What follows belongs to an exercise in optimizing a design on an open flow for small area; a production flow would make more cautious choices. Function was checked by simulation only, so behaviour that the tests miss may differ from the original. Power is estimated from default activity; no workload was simulated.

Setup of run A:
// multi_timer_unit_four_channel
module multi_timer_unit_four_channel #(
  parameter int NUM_TIMERS = 4
) (
  input  logic                      clk,
  input  logic                      rst,
  input  logic                      req_valid,
  output logic                      req_ready,
  input  logic [1:0]                req_cmd,
  input  logic [4:0]                req_reg_word,
  input  logic [31:0]               req_write_data,
  output logic                      rsp_valid,
  input  logic                      rsp_ready,
  output logic [31:0]               rsp_read_data,
  output logic [3:0]                rsp_irq_lines
);
  logic [3:0]  irq_mask, raw_status;
  logic [31:0] reload_value [4];
  logic [31:0] count_value  [4];
  logic [7:0]  control_word [4];
  logic        out_valid;
  logic        rd_pending;
  logic [4:0]  rd_word;
  logic        accept, is_tick, is_write;
  logic [31:0] load_data;
  logic [7:0]  zero_data;
  logic [3:0]  expire;
  assign accept   = req_valid && req_ready;
  assign is_tick  = accept && (req_cmd == 2'd0);
  assign is_write = accept && (req_cmd == 2'd2);
  assign req_ready = !rst && (!out_valid || rsp_ready);
  assign rsp_valid = out_valid;
  assign load_data = req_write_data | {32{rst}};
  assign zero_data = req_write_data[7:0] & {8{!rst}};
  always_ff @(posedge clk) begin
    if (rst) out_valid <= 1'b0;
    else     out_valid <= accept || (out_valid && !rsp_ready);
  end
  always_ff @(posedge clk) begin
    if (!out_valid || rsp_ready) begin
      rd_pending <= (req_cmd == 2'd1);
      rd_word    <= req_reg_word;
    end
  end
  always_ff @(posedge clk) begin
    if (rst || (is_write && req_reg_word == 5'd0))
      irq_mask <= zero_data[3:0];
  end
  always_ff @(posedge clk) begin
    if (rst)
      raw_status <= 4'd0;
    else if (is_write && req_reg_word == 5'd3)
      raw_status <= raw_status & ~req_write_data[3:0];
    else
      raw_status <= raw_status | expire;
  end
  for (genvar t = 0; t < 4; t++) begin : g_t
    mtu_timer u_timer (
      .clk         (clk),
      .rst         (rst),
  ...
==> flow/config.mk <==
export PLATFORM = sky130hd
export DESIGN_NAME = multi_timer_unit_four_channel
export DESIGN_NICKNAME = multi_timer_unit_four_channel
export VERILOG_FILES = /design/flow/design.v
export SDC_FILE = /design/flow/constraint.sdc
export NUM_CORES = 4
export LEC_CHECK = 0
export CAP_MARGIN = 20
export CORE_MARGIN = 2
export CORE_UTILIZATION = 40
export SLEW_MARGIN = 20
==> flow/constraint.sdc <==
create_clock -name core_clock -period 7.0 [get_ports {clk}]
set_input_delay 1.4000 -clock core_clock [delete_from_list [all_inputs] [get_ports {clk}]]
set_output_delay 1.4000 -clock core_clock [all_outputs]
set_load 0.01 [all_outputs]
standard.sh (not shown) runs the stock make flow with config.mk's settings and CLKGATE_MAP_FILE= SYNTH_SCRIPT=/design/flow/synth_recipe.tcl, a recipe that flattens the netlist after the stock synthesis.
==> flow/flow/run.sh <==
#!/bin/bash
# Standard ORFS flow with four changes:
#  * after the standard synthesis, the logic between the registers is
#    re-mapped for area by ABC (flow/resynth.ys);
#  * after floorplan, the synthesized logic is restructured for area by
#    OpenROAD's restructure (registers are not touched);
#  * clock-tree options: clkbuf_8 clusters, no dummy loads;
#  * port buffers are buf_1.
# Each tool writes its full output to a log file of its own here.
set -euo pipefail
HERE=$(pwd)
bash standard.sh synth > standard_synth.log 2>&1
RES=$HERE/orfs/results/$FLOW_PLATFORM/multi_timer_unit_four_channel/base
LIB=$FLOW_HOME/platforms/$FLOW_PLATFORM/lib/sky130_fd_sc_hd__tt_025C_1v80.lib
# ABC and restructure map onto a copy of the library without the platform's
# dont-use cells.
python3 $HERE/flow/filter_lib.py $LIB $HERE/restructure_lib.lib "*lpflow* *probe*" > filter_lib.log 2>&1
# Re-map the logic between the registers of the standard synthesis for area
# (flow/resynth.ys); the registers keep their instances, names and cells.
cp $RES/1_2_yosys.v $HERE/std_1_2_yosys.v
yosys -l $HERE/resynth.log -q -s $HERE/flow/resynth.ys > resynth_stdout.log 2>&1
cp $HERE/resynth.v $RES/1_2_yosys.v
rm -f $RES/1_synth.odb $RES/1_synth.sdc
bash standard.sh floorplan > standard_floorplan.log 2>&1
RES=$HERE/orfs/results/$FLOW_PLATFORM/multi_timer_unit_four_channel/base
LIB=$FLOW_HOME/platforms/$FLOW_PLATFORM/lib/sky130_fd_sc_hd__tt_025C_1v80.lib
mkdir -p $HERE/restructure_work
# restructure reads its own copy of the library without the platform's
# dont-use cells.
cat > $HERE/restructure.tcl <<EOT
read_liberty $LIB
read_db $RES/2_floorplan.odb
read_sdc $RES/2_floorplan.sdc
source $FLOW_HOME/platforms/$FLOW_PLATFORM/setRC.tcl
report_design_area
remove_buffers
report_design_area
set_dont_use [get_lib_cells {*lpflow* *probe*}]
restructure -target area -liberty_file $HERE/restructure_lib.lib -tielo_port sky130_fd_sc_hd__conb_1/LO -tiehi_port sky130_fd_sc_hd__conb_1/HI -work_dir $HERE/restructure_work -abc_logfile $HERE/restructure_abc.log
report_design_area
# A second pass is kept only if it makes the area smaller.
write_db $HERE/restructure_pass1.odb
set area1 [rsz::design_area]
restructure -target area -liberty_file $HERE/restructure_lib.lib -tielo_port sky130_fd_sc_hd__conb_1/LO -tiehi_port sky130_fd_sc_hd__conb_1/HI -work_dir $HERE/restructure_work -abc_logfile $HERE/restructure_abc2.log
report_design_area
set area2 [rsz::design_area]
report_wns
report_tns
if { \$area2 < \$area1 } {
  puts "keeping the second pass"
  write_db $RES/2_floorplan.odb
} else {
  puts "keeping the first pass"
  file copy -force $HERE/restructure_pass1.odb $RES/2_floorplan.odb
}
EOT
openroad -exit $HERE/restructure.tcl > restructure.log 2>&1
CTS="-sink_clustering_enable -repair_clock_nets -buf_list sky130_fd_sc_hd__clkbuf_8 -sink_clustering_size 16 -sink_clustering_max_diameter 50 -dont_use_dummy_load"
bash standard.sh finish "CTS_ARGS=$CTS" "BUFFER_PORTS_ARGS=-buffer_cell sky130_fd_sc_hd__buf_1" > standard.log 2>&1
==> flow/flow/area.abc <==
&get -n
&st
&dch -f
&nf -R 1000 -p -a
&st
&syn2
&if -g -K 6
&synch2
&nf -R 1000 -p
&st
&syn2
&if -g -K 6
&synch2
&nf -R 1000 -p
&st
&dch -f
&nf -R 1000 -p -a
&put
==> flow/flow/resynth.ys <==
# Re-map the combinational logic of the standard synthesis netlist for area.
# The flip-flops are kept as they are (same instances, names and cells);
# only the gates between them are re-mapped by ABC with an area-oriented script.
read_liberty -ignore_miss_func restructure_lib.lib
blackbox sky130_fd_sc_hd__dfxtp_1 sky130_fd_sc_hd__edfxtp_1
read_verilog std_1_2_yosys.v
hierarchy -top multi_timer_unit_four_channel
flatten
opt -purge
abc -liberty restructure_lib.lib -script flow/area.abc
setundef -zero
splitnets
opt_clean -purge
hilomap -singleton -hicell sky130_fd_sc_hd__conb_1 HI -locell sky130_fd_sc_hd__conb_1 LO
insbuf -buf sky130_fd_sc_hd__buf_4 A X
opt_clean -purge
rename -enumerate
stat -liberty restructure_lib.lib
write_verilog -noattr -noexpr -nohex -nodec resynth.v
Other scripts of this flow, unchanged in this note and not shown: flow/flow/filter_lib.py
Run A: flow completed, timing, DRC and antenna clean
Modified inputs, run B compared to run A
- CORE_UTILIZATION now 55, was 40
diff --git a/flow/flow/run.sh b/flow/flow/run.sh
--- a/flow/flow/run.sh
+++ b/flow/flow/run.sh
@@ -2,3 +2 @@
-# Standard ORFS flow with four changes:
-#  * after the standard synthesis, the logic between the registers is
-#    re-mapped for area by ABC (flow/resynth.ys);
+# Standard ORFS flow with three changes:
@@ -7 +5 @@
-#  * clock-tree options: clkbuf_8 clusters, no dummy loads;
+#  * clock-tree options: clkbuf_16 clusters, no dummy loads;
@@ -12,12 +9,0 @@
-bash standard.sh synth > standard_synth.log 2>&1
-RES=$HERE/orfs/results/$FLOW_PLATFORM/multi_timer_unit_four_channel/base
-LIB=$FLOW_HOME/platforms/$FLOW_PLATFORM/lib/sky130_fd_sc_hd__tt_025C_1v80.lib
-# ABC and restructure map onto a copy of the library without the platform's
-# dont-use cells.
-python3 $HERE/flow/filter_lib.py $LIB $HERE/restructure_lib.lib "*lpflow* *probe*" > filter_lib.log 2>&1
-# Re-map the logic between the registers of the standard synthesis for area
-# (flow/resynth.ys); the registers keep their instances, names and cells.
-cp $RES/1_2_yosys.v $HERE/std_1_2_yosys.v
-yosys -l $HERE/resynth.log -q -s $HERE/flow/resynth.ys > resynth_stdout.log 2>&1
-cp $HERE/resynth.v $RES/1_2_yosys.v
-rm -f $RES/1_synth.odb $RES/1_synth.sdc
@@ -29,0 +16 @@
+python3 $HERE/flow/filter_lib.py $LIB $HERE/restructure_lib.lib "*lpflow* *probe*" > filter_lib.log 2>&1
@@ -58 +45 @@
-CTS="-sink_clustering_enable -repair_clock_nets -buf_list sky130_fd_sc_hd__clkbuf_8 -sink_clustering_size 16 -sink_clustering_max_diameter 50 -dont_use_dummy_load"
+CTS="-sink_clustering_enable -repair_clock_nets -buf_list sky130_fd_sc_hd__clkbuf_16 -sink_clustering_size 30 -sink_clustering_max_diameter 60 -dont_use_dummy_load"
removed: flow/flow/area.abc
removed: flow/flow/resynth.ys
### Flow results
Diff run A -> run B: required time of the critical path held steady; post-route cell area grew by about 0.6%; average detailed-routed wire length per instance shrank by 4.8%; logic gate share of total power grew by 0.5 points. Of the two values seen for beginning of the critical path, rst was produced by run B and g_t[3].u_timer.count_value[24] by run A. Diff run A..run B | final global-route overflow total | unchanged. Summary — proportion of cell area occupied by multi-input gates, run B relative to run A: lower, by 1.7 points.
What run C does differently from run B at the input level:
- a change of CORE_UTILIZATION from 55 to 40
- an added GPL_TIMING_DRIVEN of 0
diff --git a/flow/flow/run.sh b/flow/flow/run.sh
--- a/flow/flow/run.sh
+++ b/flow/flow/run.sh
@@ -5 +5 @@
-#  * clock-tree options: clkbuf_16 clusters, no dummy loads;
+#  * clock-tree options: clkbuf_8 clusters, no dummy loads;
@@ -45 +45 @@
-CTS="-sink_clustering_enable -repair_clock_nets -buf_list sky130_fd_sc_hd__clkbuf_16 -sink_clustering_size 30 -sink_clustering_max_diameter 60 -dont_use_dummy_load"
+CTS="-sink_clustering_enable -repair_clock_nets -buf_list sky130_fd_sc_hd__clkbuf_8 -sink_clustering_size 16 -sink_clustering_max_diameter 50 -dont_use_dummy_load"
==> comparison <==
Run C did not stop at any stage, and its layout met the timing, DRC and antenna checks.
Summary of run C over run B: layout-stage area growth over the synthesis result picked up an extra 0.52 points; global-route usage fell by 8.7 points; utilization has decreased; clock tree buffer count of the final layout now sits higher.

-- afterwards: timing with drivers on the ports --
How much do the figures lean on ideal ports? The routed layouts below were timed once more, with nothing changed but the port constraints. Step 1 (the two cells are an assumption about what drives the block):
set clk [get_ports {clk}]
set_driving_cell -lib_cell sky130_fd_sc_hd__clkbuf_16 $clk
set_driving_cell -lib_cell sky130_fd_sc_hd__buf_2 [delete_from_list [all_inputs] $clk]
Step 2 also shifts input and output timing later by t, the mid clock arrival at the registers, as if the neighbouring blocks saw the same clock. Three values: ideal, step 1, step 2; two values: the first two.
run	shift t [ns]	setup slack, ns	hold WS [ns]	worst setup path after step 2	slew at the worst register clock pin (ns)
run A	0.598	0.650 / 0.650 / 0.143	0.436 / 0.436 / 0.436	input to register	0.11 / 0.11
run B	0.605	0.801 / 0.830 / 0.226	0.456 / 0.456 / 0.456	input to register	0.09 / 0.09
run C	0.587	0.459 / 0.487 / -0.100	0.463 / 0.463 / 0.463	input to register	0.10 / 0.10
Met with ideal ports but missed after step 2: setup timing in run C. The setup slack of run B, which loses most, moves by +0.029 ns with the drivers and by -0.575 ns with both steps.
